Background: an optimization exercise with open tools, aiming at small area, a short achievable clock period and few clock cycles. Do not read the settings as production practice. The RTL of this run was laid out without a check of its function.

==> design/flow/design.v <==
package mtt_pkg;
    localparam logic [1:0] KIND_OTHER = 2'd0;
    localparam logic [1:0] KIND_NOTE  = 2'd1;
    localparam logic [1:0] KIND_CC    = 2'd2;
    localparam logic [6:0] PEDAL_CONTROLLER = 7'd64;
    localparam logic [6:0] PEDAL_PRESSED    = 7'd127;
    localparam logic [1:0] USE_IGNORED = 2'd0;
    localparam logic [1:0] USE_FIRST   = 2'd1;
    localparam logic [1:0] USE_NOTE    = 2'd2;
    localparam logic [1:0] USE_PEDAL   = 2'd3;
    localparam logic [2:0] REG_MIN_GAP     = 3'd0;
    localparam logic [2:0] REG_LOWER       = 3'd1;
    localparam logic [2:0] REG_UPPER       = 3'd2;
    localparam logic [2:0] REG_NOTE_LIMIT  = 3'd3;
    localparam logic [2:0] REG_PEDAL_LIMIT = 3'd4;
    typedef struct packed {
        logic start;
        logic busy;
        logic done;
    } div_ctl_t;
endpackage
module mtt_div #(
    parameter int DB = 16,
    parameter int B  = 4
) (
    input  logic [DB-1:0] r_in,
    input  logic [B-1:0]  bits,
    input  logic [DB-1:0] divisor,
    output logic [B-1:0]  q,
    output logic [DB-1:0] r_out
);
    always_comb
    begin
        logic [DB-1:0] r;
        logic [DB:0]   s, diff;
        r = r_in;
        for (int i = B - 1; i >= 0; i--)
        begin
            s    = {r, bits[i]};
            diff = s - {1'b0, divisor};
            q[i] = !diff[DB];
            r    = diff[DB] ? s[DB-1:0] : diff[DB-1:0];
        end
        r_out = r;
    end
endmodule
module midi_tempo_tracker #(
    parameter int TIME_BITS      = 24,
    parameter int COUNT_BITS     = 16,
    parameter int FOLD_MIN_COUNT = 8
) (
    input  logic                  clk,
    input  logic                  rst_n,
    input  logic                  in_valid,
    output logic                  in_stall,
    input  logic [1:0]            event_kind,
    input  logic [6:0]            controller,
    input  logic [6:0]            ctrl_value,
    input  logic [TIME_BITS-1:0]  delta_time,
    output logic                  out_valid,
    input  logic                  out_stall,
    output logic [TIME_BITS-1:0]  note_period,
    output logic [TIME_BITS-1:0]  pedal_period,
    output logic [COUNT_BITS-1:0] note_count,
    output logic [1:0]            event_use,
    input  logic                  cfg_valid,
    output logic                  cfg_ready,
    input  logic [2:0]            cfg_index,
    input  logic [23:0]           cfg_data
);
    localparam int TB = 24;
    localparam int CB = 16;
    localparam int SB = 40;
    localparam int PW = 36;              
    localparam int NB = 4;               
    localparam int NC = SB / NB;         
    localparam logic [TB-1:0] TMAX = {TB{1'b1}};
    localparam logic [CB-1:0] CMAX = {CB{1'b1}};
    localparam logic [SB-1:0] SMAX = {SB{1'b1}};
    localparam logic [2:0] S_IDLE = 3'd0;
    localparam logic [2:0] S_D    = 3'd1;   
    localparam logic [2:0] S_P    = 3'd2;   
    localparam logic [2:0] S_S0   = 3'd3;   
    localparam logic [2:0] S_SK   = 3'd4;   
    localparam logic [2:0] S_SF   = 3'd5;   
    localparam logic [2:0] S_PP   = 3'd6;   
    logic [2:0] st_reg;
    logic [TB-1:0] min_gap_reg;
    logic [11:0]   lo_reg, hi_reg;
    logic [7:0]    nlim_reg, plim_reg;
    logic          fnote_reg, fpedal_reg;
    logic [TB-1:0] ngap_reg, pgap_reg;
    logic [SB-1:0] ntot_reg, ptot_reg;
    logic [CB-1:0] nent_reg, pent_reg;
    logic [TB-1:0] rec0_reg, rec1_reg, rec2_reg, half_reg;
    logic [TB-1:0] nmean_reg, pmean_reg;      
    logic [CB-1:0] nrem_reg, prem_reg;        
    logic          nbig_reg, pbig_reg;        
    logic [7:0]    nmiss_reg, pmiss_reg;
    logic [PW-1:0] nlo_reg, nhi_reg, plo_reg, phi_reg;   
    logic          kd_reg;        
    logic          fchk_reg;      
    logic [19:0]   x_reg;         
    logic          xbad_reg;
    logic [NB-1:0] qc_reg;
    logic [3:0]    j_reg;
    logic          pfirst_reg;
    logic          dirty_n_reg, dirty_p_reg;
    logic          ov_reg;
    logic          owe_reg;       
    logic [1:0]    use_reg;
    logic note_on, pedal_on;
    assign note_on  = (event_kind == mtt_pkg::KIND_NOTE);
    assign pedal_on = (event_kind == mtt_pkg::KIND_CC) &&
                      (controller == mtt_pkg::PEDAL_CONTROLLER) &&
                      (ctrl_value == mtt_pkg::PEDAL_PRESSED);
    logic [TB:0]   nsum_w, psum_w, hsum_w;
    logic [TB-1:0] nsum, psum, hsum;
    assign nsum_w = {1'b0, ngap_reg} + {1'b0, delta_time};
    assign psum_w = {1'b0, pgap_reg} + {1'b0, delta_time};
    assign nsum   = fnote_reg ? ngap_reg : (nsum_w[TB] ? TMAX : nsum_w[TB-1:0]);
    assign psum   = fpedal_reg ? pgap_reg : (psum_w[TB] ? TMAX : psum_w[TB-1:0]);
    assign hsum_w = {1'b0, half_reg} + {1'b0, nsum};
    assign hsum   = hsum_w[TB] ? TMAX : hsum_w[TB-1:0];
    logic [PW-1:0] n256, n512, p256;
    logic          nw1, nw2, pw1, nempty, pempty, ndirect, pdirect;
    assign n256    = PW'(nsum) << 8;
    assign n512    = PW'(nsum) << 9;
    assign p256    = PW'(psum) << 8;
    assign nw1     = (n256 > nlo_reg) && (n256 < nhi_reg);
    assign nw2     = (n512 > nlo_reg) && (n512 < nhi_reg);
    assign pw1     = (p256 > plo_reg) && (p256 < phi_reg);
    assign nempty  = (nent_reg == '0);
    assign pempty  = (pent_reg == '0);
    assign ndirect = nempty || nw1;
    assign pdirect = pempty || pw1;
    logic c_fn, c_fp, c_jn, c_jp;
    logic n_push, n_half, p_push;
    assign c_fn   = fnote_reg && note_on;
    assign c_fp   = !c_fn && fpedal_reg && pedal_on;
    assign c_jn   = !c_fn && !c_fp && note_on && (nsum > min_gap_reg);
    assign c_jp   = !c_fn && !c_fp && !c_jn && pedal_on;
    assign n_push = c_jn && (ndirect || (nw2 && half_reg != '0));
    assign n_half = c_jn && !ndirect && nw2 && (half_reg == '0);
    assign p_push = c_jp && pdirect;
    logic [TB-1:0] vn, v;
    logic [SB:0]   tsum_w;
    logic [SB-1:0] tsel, tsum;
    logic [CB-1:0] csel, csum;
    logic [26:0]   kn, kp, xfast;
    logic          fastok;
    assign vn     = ndirect ? nsum : hsum;
    assign v      = c_jp ? psum : vn;
    assign tsel   = c_jp ? ptot_reg : ntot_reg;
    assign csel   = c_jp ? pent_reg : nent_reg;
    assign tsum_w = {1'b0, tsel} + {{(SB-TB+1){1'b0}}, v};
    assign tsum   = tsum_w[SB] ? SMAX : tsum_w[SB-1:0];
    assign csum   = (csel == CMAX) ? CMAX : csel + 1'b1;
    assign kn     = 27'(nrem_reg) + (27'(nent_reg) << 3) + 27'd8 - 27'(nmean_reg);
    assign kp     = 27'(prem_reg) + (27'(pent_reg) << 3) + 27'd8 - 27'(pmean_reg);
    assign xfast  = (c_jp ? kp : kn) + 27'(v);
    assign fastok = !(c_jp ? pbig_reg : nbig_reg) && (csel != '0) && (csel != CMAX);
    logic [8:0] nmiss_inc, pmiss_inc;
    assign nmiss_inc = {1'b0, nmiss_reg} + 9'd1;
    assign pmiss_inc = {1'b0, pmiss_reg} + 9'd1;
    logic [SB-1:0] tk;
    logic [CB-1:0] ck, rk;
    logic [TB-1:0] qk;
    logic          bk;
    assign tk = kd_reg ? ptot_reg : ntot_reg;
    assign ck = kd_reg ? pent_reg : nent_reg;
    assign rk = kd_reg ? prem_reg : nrem_reg;
    assign qk = kd_reg ? pmean_reg : nmean_reg;
    assign bk = kd_reg ? pbig_reg : nbig_reg;
    logic [NB-1:0] dq;
    logic [CB-1:0] dr;
    mtt_div #(.DB(CB), .B(NB)) u_div (
        .r_in(x_reg[19:4]), .bits(x_reg[3:0]), .divisor(ck),
        .q(dq), .r_out(dr));
    logic dbad;
    assign dbad = xbad_reg || (x_reg[19:4] >= ck);
    logic [3:0]    tnib_next, ttop;
    logic [NB-1:0] tnib_top;
    always_comb
    begin
        tnib_next = '0;
        ttop      = '0;
        for (int i = 0; i < NC; i++)
        begin
            if (4'(i) + 4'd1 == j_reg)
                tnib_next = tk[NB*i +: NB];
            if (tk[NB*i +: NB] != '0)
                ttop = 4'(i);
        end
        tnib_top = tk[NB*ttop +: NB];
    end
    logic [PW-1:0]       plk, phk, pbase_l, pbase_h, plnext, phnext;
    logic signed [4:0]   m5;
    logic signed [17:0]  lprod, hprod;
    logic [NB-1:0]       qnib;
    assign plk = kd_reg ? plo_reg : nlo_reg;
    assign phk = kd_reg ? phi_reg : nhi_reg;
    always_comb
    begin
        qnib = '0;
        for (int i = 0; i < 6; i++)
            if (4'(i) == j_reg)
                qnib = qk[NB*i +: NB];
        if (st_reg == S_P)
        begin
            m5      = {~qc_reg[3], ~qc_reg[3], qc_reg[2:0]};
            pbase_l = plk;
            pbase_h = phk;
        end
        else if (st_reg == S_PP)
        begin
            m5      = {1'b0, qnib};
            pbase_l = pfirst_reg ? '0 : plk << 4;
            pbase_h = pfirst_reg ? '0 : phk << 4;
        end
        else
        begin
            m5      = {1'b0, qk[3:0]};
            pbase_l = plk << 4;
            pbase_h = phk << 4;
        end
    end
    assign lprod  = $signed({1'b0, lo_reg}) * m5;
    assign hprod  = $signed({1'b0, hi_reg}) * m5;
    assign plnext = pbase_l + {{(PW-18){lprod[17]}}, lprod};
    assign phnext = pbase_h + {{(PW-18){hprod[17]}}, hprod};
    logic [PW-1:0] pp32;
    logic          fold;
    assign pp32 = PW'(pmean_reg) << 5;
    assign fold = !kd_reg && fchk_reg && (nent_reg > CB'(FOLD_MIN_COUNT)) &&
                  (pp32 > plnext) && (pp32 < phnext);
    logic [TB:0] f12_w, f01_w;
    assign f12_w = {1'b0, rec1_reg} + {1'b0, rec2_reg};
    assign f01_w = {1'b0, rec0_reg} + {1'b0, rec1_reg};
    logic busy, take;
    assign busy      = (st_reg != S_IDLE) || dirty_n_reg || dirty_p_reg;
    assign in_stall  = busy || (ov_reg && out_stall);
    assign take      = in_valid && !in_stall;
    assign cfg_ready = 1'b1;
    assign out_valid = ov_reg;
    always_ff @(posedge clk or negedge rst_n)
    begin
        if (!rst_n)
        begin
            st_reg      <= S_IDLE;
            min_gap_reg <= '0;
            lo_reg      <= 12'd205;
            hi_reg      <= 12'd307;
            nlim_reg    <= 8'd10;
            plim_reg    <= 8'd2;
            fnote_reg   <= 1'b1;
            fpedal_reg  <= 1'b1;
            ngap_reg    <= '0;
            pgap_reg    <= '0;
            ntot_reg    <= '0;
            ptot_reg    <= '0;
            nent_reg    <= '0;
            pent_reg    <= '0;
            rec0_reg    <= '0;
            rec1_reg    <= '0;
            rec2_reg    <= '0;
            half_reg    <= '0;
            nmean_reg   <= '0;
            pmean_reg   <= '0;
            nrem_reg    <= '0;
            prem_reg    <= '0;
            nbig_reg    <= 1'b0;
            pbig_reg    <= 1'b0;
            nmiss_reg   <= '0;
            pmiss_reg   <= '0;
            nlo_reg     <= '0;
            nhi_reg     <= '0;
            plo_reg     <= '0;
            phi_reg     <= '0;
            kd_reg      <= 1'b0;
            fchk_reg    <= 1'b0;
            x_reg       <= '0;
            xbad_reg    <= 1'b0;
            qc_reg      <= '0;
            j_reg       <= '0;
            pfirst_reg  <= 1'b0;
            dirty_n_reg <= 1'b0;
            dirty_p_reg <= 1'b0;
            ov_reg      <= 1'b0;
            owe_reg     <= 1'b0;
            use_reg     <= mtt_pkg::USE_IGNORED;
        end
        else
        begin
            if (ov_reg && !out_stall)
                ov_reg <= 1'b0;
            case (st_reg)
                S_IDLE:
                begin
                    if (take)
                    begin
                        ov_reg <= 1'b1;
                        if (c_fn)
                        begin
                            fnote_reg <= 1'b0;
                            use_reg   <= mtt_pkg::USE_FIRST;
                        end
                        else if (c_fp)
                        begin
                            fpedal_reg <= 1'b0;
                            use_reg    <= mtt_pkg::USE_FIRST;
                        end
                        else
                        begin
                            ngap_reg <= nsum;
                            pgap_reg <= psum;
                            use_reg  <= mtt_pkg::USE_IGNORED;
                            if (c_jn)
                            begin
                                ngap_reg <= '0;
                                use_reg  <= mtt_pkg::USE_NOTE;
                                if (n_push)
                                begin
                                    rec2_reg  <= rec1_reg;
                                    rec1_reg  <= rec0_reg;
                                    rec0_reg  <= vn;
                                    ntot_reg  <= tsum;
                                    nent_reg  <= csum;
                                    nmiss_reg <= '0;
                                    if (!ndirect)
                                        half_reg <= '0;
                                    fchk_reg  <= ndirect;
                                end
                                else if (n_half)
                                    half_reg <= nsum;
                                else if (nmiss_inc > {1'b0, nlim_reg})
                                begin
                                    nent_reg  <= '0;
                                    ntot_reg  <= '0;
                                    nmean_reg <= '0;
                                    nrem_reg  <= '0;
                                    nbig_reg  <= 1'b0;
                                    nlo_reg   <= '0;
                                    nhi_reg   <= '0;
                                    nmiss_reg <= '0;
                                end
                                else
                                    nmiss_reg <= nmiss_inc[7:0];
                            end
                            else if (c_jp)
                            begin
                                pgap_reg <= '0;
                                use_reg  <= mtt_pkg::USE_PEDAL;
                                if (p_push)
                                begin
                                    ptot_reg  <= tsum;
                                    pent_reg  <= csum;
                                    pmiss_reg <= '0;
                                    fchk_reg  <= 1'b0;
                                end
                                else if (pmiss_inc > {1'b0, plim_reg})
                                begin
                                    pent_reg  <= '0;
                                    ptot_reg  <= '0;
                                    pmean_reg <= '0;
                                    prem_reg  <= '0;
                                    pbig_reg  <= 1'b0;
                                    plo_reg   <= '0;
                                    phi_reg   <= '0;
                                    pmiss_reg <= '0;
                                end
                                else
                                    pmiss_reg <= pmiss_inc[7:0];
                            end
                        end
                        if (n_push || p_push)
                        begin
                            ov_reg   <= 1'b0;
                            owe_reg  <= 1'b1;
                            kd_reg   <= c_jp;
                            x_reg    <= xfast[19:0];
                            xbad_reg <= (xfast[26:20] != '0);
                            st_reg   <= fastok ? S_D : S_S0;
                        end
                    end
                    else if (dirty_n_reg)
                    begin
                        dirty_n_reg <= 1'b0;
                        kd_reg      <= 1'b0;
                        fchk_reg    <= 1'b0;
                        j_reg       <= 4'd5;
                        pfirst_reg  <= 1'b1;
                        st_reg      <= S_PP;
                    end
                    else if (dirty_p_reg)
                    begin
                        dirty_p_reg <= 1'b0;
                        kd_reg      <= 1'b1;
                        fchk_reg    <= 1'b0;
                        j_reg       <= 4'd5;
                        pfirst_reg  <= 1'b1;
                        st_reg      <= S_PP;
                    end
                end
                S_D:
                begin
                    if (dbad)
                        st_reg <= S_S0;
                    else
                    begin
                        if (kd_reg)
                            prem_reg <= dr;
                        else
                            nrem_reg <= dr;
                        qc_reg <= dq;
                        st_reg <= S_P;
                    end
                end
                S_S0:
                begin
                    x_reg <= {16'd0, tnib_top};
                    j_reg <= ttop;
                    if (kd_reg)
                    begin
                        pmean_reg <= '0;
                        pbig_reg  <= 1'b0;
                        plo_reg   <= '0;
                        phi_reg   <= '0;
                    end
                    else
                    begin
                        nmean_reg <= '0;
                        nbig_reg  <= 1'b0;
                        nlo_reg   <= '0;
                        nhi_reg   <= '0;
                    end
                    st_reg <= S_SK;
                end
                S_SK:
                begin
                    if (kd_reg)
                    begin
                        pmean_reg <= {pmean_reg[TB-NB-1:0], dq};
                        pbig_reg  <= pbig_reg || (pmean_reg[TB-1:TB-NB] != '0);
                        plo_reg   <= plnext;
                        phi_reg   <= phnext;
                    end
                    else
                    begin
                        nmean_reg <= {nmean_reg[TB-NB-1:0], dq};
                        nbig_reg  <= nbig_reg || (nmean_reg[TB-1:TB-NB] != '0);
                        nlo_reg   <= plnext;
                        nhi_reg   <= phnext;
                    end
                    if (j_reg == '0)
                    begin
                        if (kd_reg)
                            prem_reg <= dr;
                        else
                            nrem_reg <= dr;
                        st_reg <= S_SF;
                    end
                    else
                    begin
                        x_reg <= {dr, tnib_next};
                        j_reg <= j_reg - 4'd1;
                    end
                end
                default:    
                begin
                    if (kd_reg)
                    begin
                        plo_reg <= plnext;
                        phi_reg <= phnext;
                    end
                    else
                    begin
                        nlo_reg <= plnext;
                        nhi_reg <= phnext;
                    end
                    if (st_reg == S_P)
                    begin
                        if (kd_reg)
                            pmean_reg <= pmean_reg + TB'(m5);
                        else
                            nmean_reg <= nmean_reg + TB'(m5);
                    end
                    pfirst_reg <= 1'b0;
                    if (st_reg == S_SF && bk)
                    begin
                        j_reg      <= 4'd5;
                        pfirst_reg <= 1'b1;
                        st_reg     <= S_PP;
                    end
                    else if (st_reg == S_PP && j_reg != '0)
                        j_reg <= j_reg - 4'd1;
                    else if (fold)
                    begin
                        if (nent_reg[0])
                        begin
                            ntot_reg <= (ntot_reg > SB'(rec0_reg)) ?
                                        ntot_reg - SB'(rec0_reg) : '0;
                            rec0_reg <= f12_w[TB] ? TMAX : f12_w[TB-1:0];
                        end
                        else
                            rec0_reg <= f01_w[TB] ? TMAX : f01_w[TB-1:0];
                        rec1_reg <= '0;
                        rec2_reg <= '0;
                        nent_reg <= nent_reg >> 1;
                        fchk_reg <= 1'b0;
                        st_reg   <= S_S0;
                    end
                    else
                    begin
                        st_reg <= S_IDLE;
                        ov_reg  <= owe_reg;
                        owe_reg <= 1'b0;
                    end
                end
            endcase
            if (cfg_valid)
            begin
                case (cfg_index)
                    mtt_pkg::REG_MIN_GAP:     min_gap_reg <= TB'(cfg_data);
                    mtt_pkg::REG_LOWER:       lo_reg      <= cfg_data[11:0];
                    mtt_pkg::REG_UPPER:       hi_reg      <= cfg_data[11:0];
                    mtt_pkg::REG_NOTE_LIMIT:  nlim_reg    <= cfg_data[7:0];
                    mtt_pkg::REG_PEDAL_LIMIT: plim_reg    <= cfg_data[7:0];
                    default: ;
                endcase
                if (cfg_index == mtt_pkg::REG_LOWER || cfg_index == mtt_pkg::REG_UPPER)
                begin
                    dirty_n_reg <= 1'b1;
                    dirty_p_reg <= 1'b1;
                    st_reg      <= S_IDLE;
                end
            end
        end
    end
    assign note_period  = nmean_reg;
    assign pedal_period = pmean_reg;
    assign note_count   = nent_reg;
    assign event_use    = use_reg;
endmodule
==> design/flow/run.sh <==
#!/bin/bash
# synth_recipe.tcl (not shown) runs the flow's synth.tcl, then flattens the netlist and writes it again
# the make line also repeats each setting of config.mk as NAME=value (left out here)
make -C /OpenROAD-flow-scripts/flow DESIGN_CONFIG=/design/flow/config.mk WORK_HOME=/design/flow/orfs CLKGATE_MAP_FILE= SYNTH_SCRIPT=/design/flow/synth_recipe.tcl finish
==> design/flow/config.mk <==
export PLATFORM = sky130hd
export DESIGN_NAME = midi_tempo_tracker
export DESIGN_NICKNAME = midi_tempo_tracker
export VERILOG_FILES = /design/flow/design.v
export SDC_FILE = /design/flow/constraint.sdc
export NUM_CORES = 4
export LEC_CHECK = 0
export CAP_MARGIN = 20
export CORE_MARGIN = 2
export CORE_UTILIZATION = 40
export SLEW_MARGIN = 20
==> design/flow/constraint.sdc <==
create_clock -name core_clock -period 10.0 [get_ports {clk}]
set_input_delay 2.0000 -clock core_clock [delete_from_list [all_inputs] [get_ports {clk}]]
set_output_delay 2.0000 -clock core_clock [all_outputs]
set_load 0.01 [all_outputs]
==> flow_summary.yaml <==
status:
  outcome: "complete, but fails checks"
  so.violations: "negative setup slack"
critical_path:
  r2r-end: "prem_reg[9]$_DFFE_PN0P_"
  critPathMaxFanout: 6
  crit_type: "register to register"
  regToRegStartpoint: "kd_reg$_DFFE_PN0P_"
  crit_end: "prem_reg[9]$_DFFE_PN0P_"
  worstPathRequired_ps: 10570
  cp_slowest_cell: "dfrtp_4"
  crit_path_end_kind: "register"
  r2r_slack_ps: -660
  slowest_delay_ps: 530
  cp-startpoint: "kd_reg$_DFFE_PN0P_"
  setup.worst_path.start_class: "register"
  crit_top_cell: "o211ai_1"
  r2r_cells: 53
  cp.arrival_ps: 11230
finish:
  layout.nets: 9775
  synthToLayoutAreaGrowth_pct: 28.93
  post-route-cell-area_um2: 80960
  final_common_cell: "buf_4"
  n_fill_cell: 14650
  layout_common_cells: "buf_4, ha_1, nand2_1"
  drive_gt1_share_pct: 22.83
placement:
  place_congestion: 0.9748
  portBuffers: 139
  dp_hpwl_mm: 192.8
  dpl_cell_area_um2: 75730
detailed_routing:
  firstDrtPassIters: 6
  ant_nets: 0
  drt_iter0_drc: 5086
  wl_per_cell_um: 22.62
  wirelength_mm: 247.3
  vias_per_cell: 5.766
  vias: 63030
  drc_errors: 0
sta:
  hold_violations: 0
  min_period_over_period_pct: 106.6
  slew_violations: 0
  tightest_slew_ps: 1258
  whs_ps: 481.0
  fin_skew_ps: 38.93
  max_freq_mhz: 93.82
  slew_headroom_pct: 15.48
  worst_slack_ps: -658.6
  finalSetupViolations: 183
  tns_ps: -60320
  rsz0062_at_grt: "true"
  period_minus_slack_ps: 10660
synthesis:
  synth_cell_types: 96
  ys_seq_area_share_pct: 24.14
  netlist_instances: 7559
  async_reset_ff_share_pct: 100.0
  syn_avg_cell_area_um2: 8.307
  ys_ff_latch: 605
  ys.flop_type: "dfrtp_1"
  synth_warnings: 2
  synth_area_um2: 62790
  synth.area.top_cells: "dfrtp_1, ha_1, o21ai_0"
  synth_top_area_share_pct: 23.51
  syn-num-nets: 8526
  yosysTopAreaCell: "dfrtp_1"
  synth_edf_count: 0
clocking:
  cts_hold_buf: 0
  clk_path_buf_depth: 3
  cts_tree: "built"
  cts_max_level: 3
  clock_sinks: 605
  cts_buffers: 77
  cts-root-buf: "clkbuf_16"
  clk_pin_slew_ps: 60
  clk_latency_ps: 710
floorplanning:
  die_w_um: 400.2
  die_area_um2: 160200
  start_util_pct: 40.24
  io_pins: 141
  die_y_um: 400.2
  rows: 145
  coreArea_um2: 156000
grt:
  first_global_vias: 62120
  grt_pass1_wl_mm: 372.2
  grt_overflow: 0
  grt_antenna_before_repair: 4
  grt_usage_pct: 29.79
  grt_max_degree: 117
job:
  maxCapViolations: 0
min_path:
  hp-class: "register to register"
  holdPathStages: 2
## cells in the mapped netlist (52+ instances only)
| cell type | number |
|---|---|
| a211oi_1 | 52 |
| a21o_1 | 259 |
| a21oi_1 | 544 |
| a31oi_1 | 52 |
| and2_1 | 116 |
| clkbuf_1 | 244 |
| dfrtp_1 | 590 |
| fa_1 | 106 |
| ha_1 | 789 |
| inv_1 | 628 |
| mux2_2 | 207 |
| mux2i_1 | 201 |
| nand2_1 | 728 |
| nand2b_1 | 70 |
| nand3_1 | 125 |
| nand4_1 | 67 |
| nor2_1 | 505 |
| nor2b_1 | 71 |
| nor3_1 | 122 |
| o21a_1 | 90 |
| o21ai_0 | 564 |
| o21bai_1 | 63 |
| o22ai_1 | 175 |
| o31ai_1 | 76 |
| or3_1 | 54 |
| xnor2_1 | 256 |
| xor2_1 | 131 |
## kinds of logic (layout without fill, tap and decap cells)
family / Yosys count / after routing / share of synthesized area, %
xor gates and xnor gates: 388 / 388 / 5.424
DFF: 605 / 605 / 24.14
adders and majority gates: 895 / 895 / 19.10
muxes: 442 / 442 / 7.741
AOI/OAI and AO/OA: 2267 / 2269 / 22.89
and+or+nand+nor: 2037 / 2038 / 15.08
other: 1 / 5 / 0.005972
buffers and inverters: 924 / 2232 / 5.611
## what timing repair did
action	CTS	global route
buffers inserted	50	36
endpoints found under the setup margin	225	225
gates resized for setup	146	245
cloned	7	8
pin swaps	73	141
## per-stage QoR
| step | cells | utilization [%] | setup WS [ps] |
|---|---|---|---|
| floorplan | 7559 | - | -1114 |
| global placement | 10700 | 48.53 | -1229 |
| detailed placement | 10700 | 48.54 | -1353 |
| CTS | 10890 | 51.01 | -616.1 |
| global route | 10930 | 51.88 | -1089 |
| finish | 10930 | 51.89 | -658.6 |
## metal layers
| metal | wire length (um) | vias up | GRT usage [%] |
|---|---|---|---|
| li1 | - | 29770 | - |
| met1 | 106000 | 30650 | 39.08 |
| met2 | 112800 | 2143 | 48.60 |
| met3 | 15350 | 468 | 3.577 |
| met4 | 13220 | 2 | 14.41 |
| met5 | 9 | - | 0 |
## worst min path at each step
stage	from	end	slack, ps
2_1_floorplan	qc_reg[1]$_DFFE_PN0P_	qc_reg[1]$_DFFE_PN0P_	440
3_3_place_gp	qc_reg[1]$_DFFE_PN0P_	qc_reg[1]$_DFFE_PN0P_	470
3_5_place_dp	qc_reg[2]$_DFFE_PN0P_	qc_reg[2]$_DFFE_PN0P_	470
4_1_cts	rec2_reg[20]$_DFFE_PN0P_	rec2_reg[20]$_DFFE_PN0P_	490
5_1_grt	rec2_reg[20]$_DFFE_PN0P_	rec2_reg[20]$_DFFE_PN0P_	510
6_report	rec2_reg[20]$_DFFE_PN0P_	rec2_reg[20]$_DFFE_PN0P_	480
## final cells by class
| class | count | area (um^2) | area share, % |
|---|---|---|---|
| Multi-Input combinational cell | 6033 | 45990 | 56.81 |
| Sequential cell | 605 | 15160 | 18.73 |
| Timing Repair Buffer | 1463 | 12120 | 14.97 |
| Tap cell | 2058 | 2575 | 3.181 |
| Inverter | 628 | 2357 | 2.912 |
| Clock buffer | 105 | 2182 | 2.695 |
| Clock inverter | 36 | 566.8 | 0.7001 |
| Antenna cell | 4 | 10.01 | 0.01236 |
## critical path, delay by kind of cell (launching register included)
| family | cells | cell delay (ps) |
|---|---|---|
| adders and majority gates | 5 | 1500 |
| AOI/OAI and AO/OA | 27 | 5060 |
| muxes | 3 | 840 |
| DFF | 1 | 530 |
| buffers and inverters | 8 | 1310 |
| and+or+nand+nor | 10 | 1240 |

==> re-timing with driven ports <==
How much do the figures lean on ideal ports? The routed layout below was timed once more, with nothing changed but the port constraints. Step 1, drivers: a clkbuf_16 drives clk and a buf_2 each remaining input, both assumed. Step 2 times the ports against the registers' clock, not the clock port: input delays grow and output delays shrink by t, the midpoint of the rising clock arrivals with the driver on. Three values: ideal ports, drivers, drivers and shift; two values: the first two.
t (ns): 0.768
slack for setup (ns): -0.659 / -0.659 / -0.994
worst hold slack (ns): 0.481 / 0.481 / 0.481
The setup slack of this run moves by 0.000 ns with the drivers and by -0.335 ns with both steps.
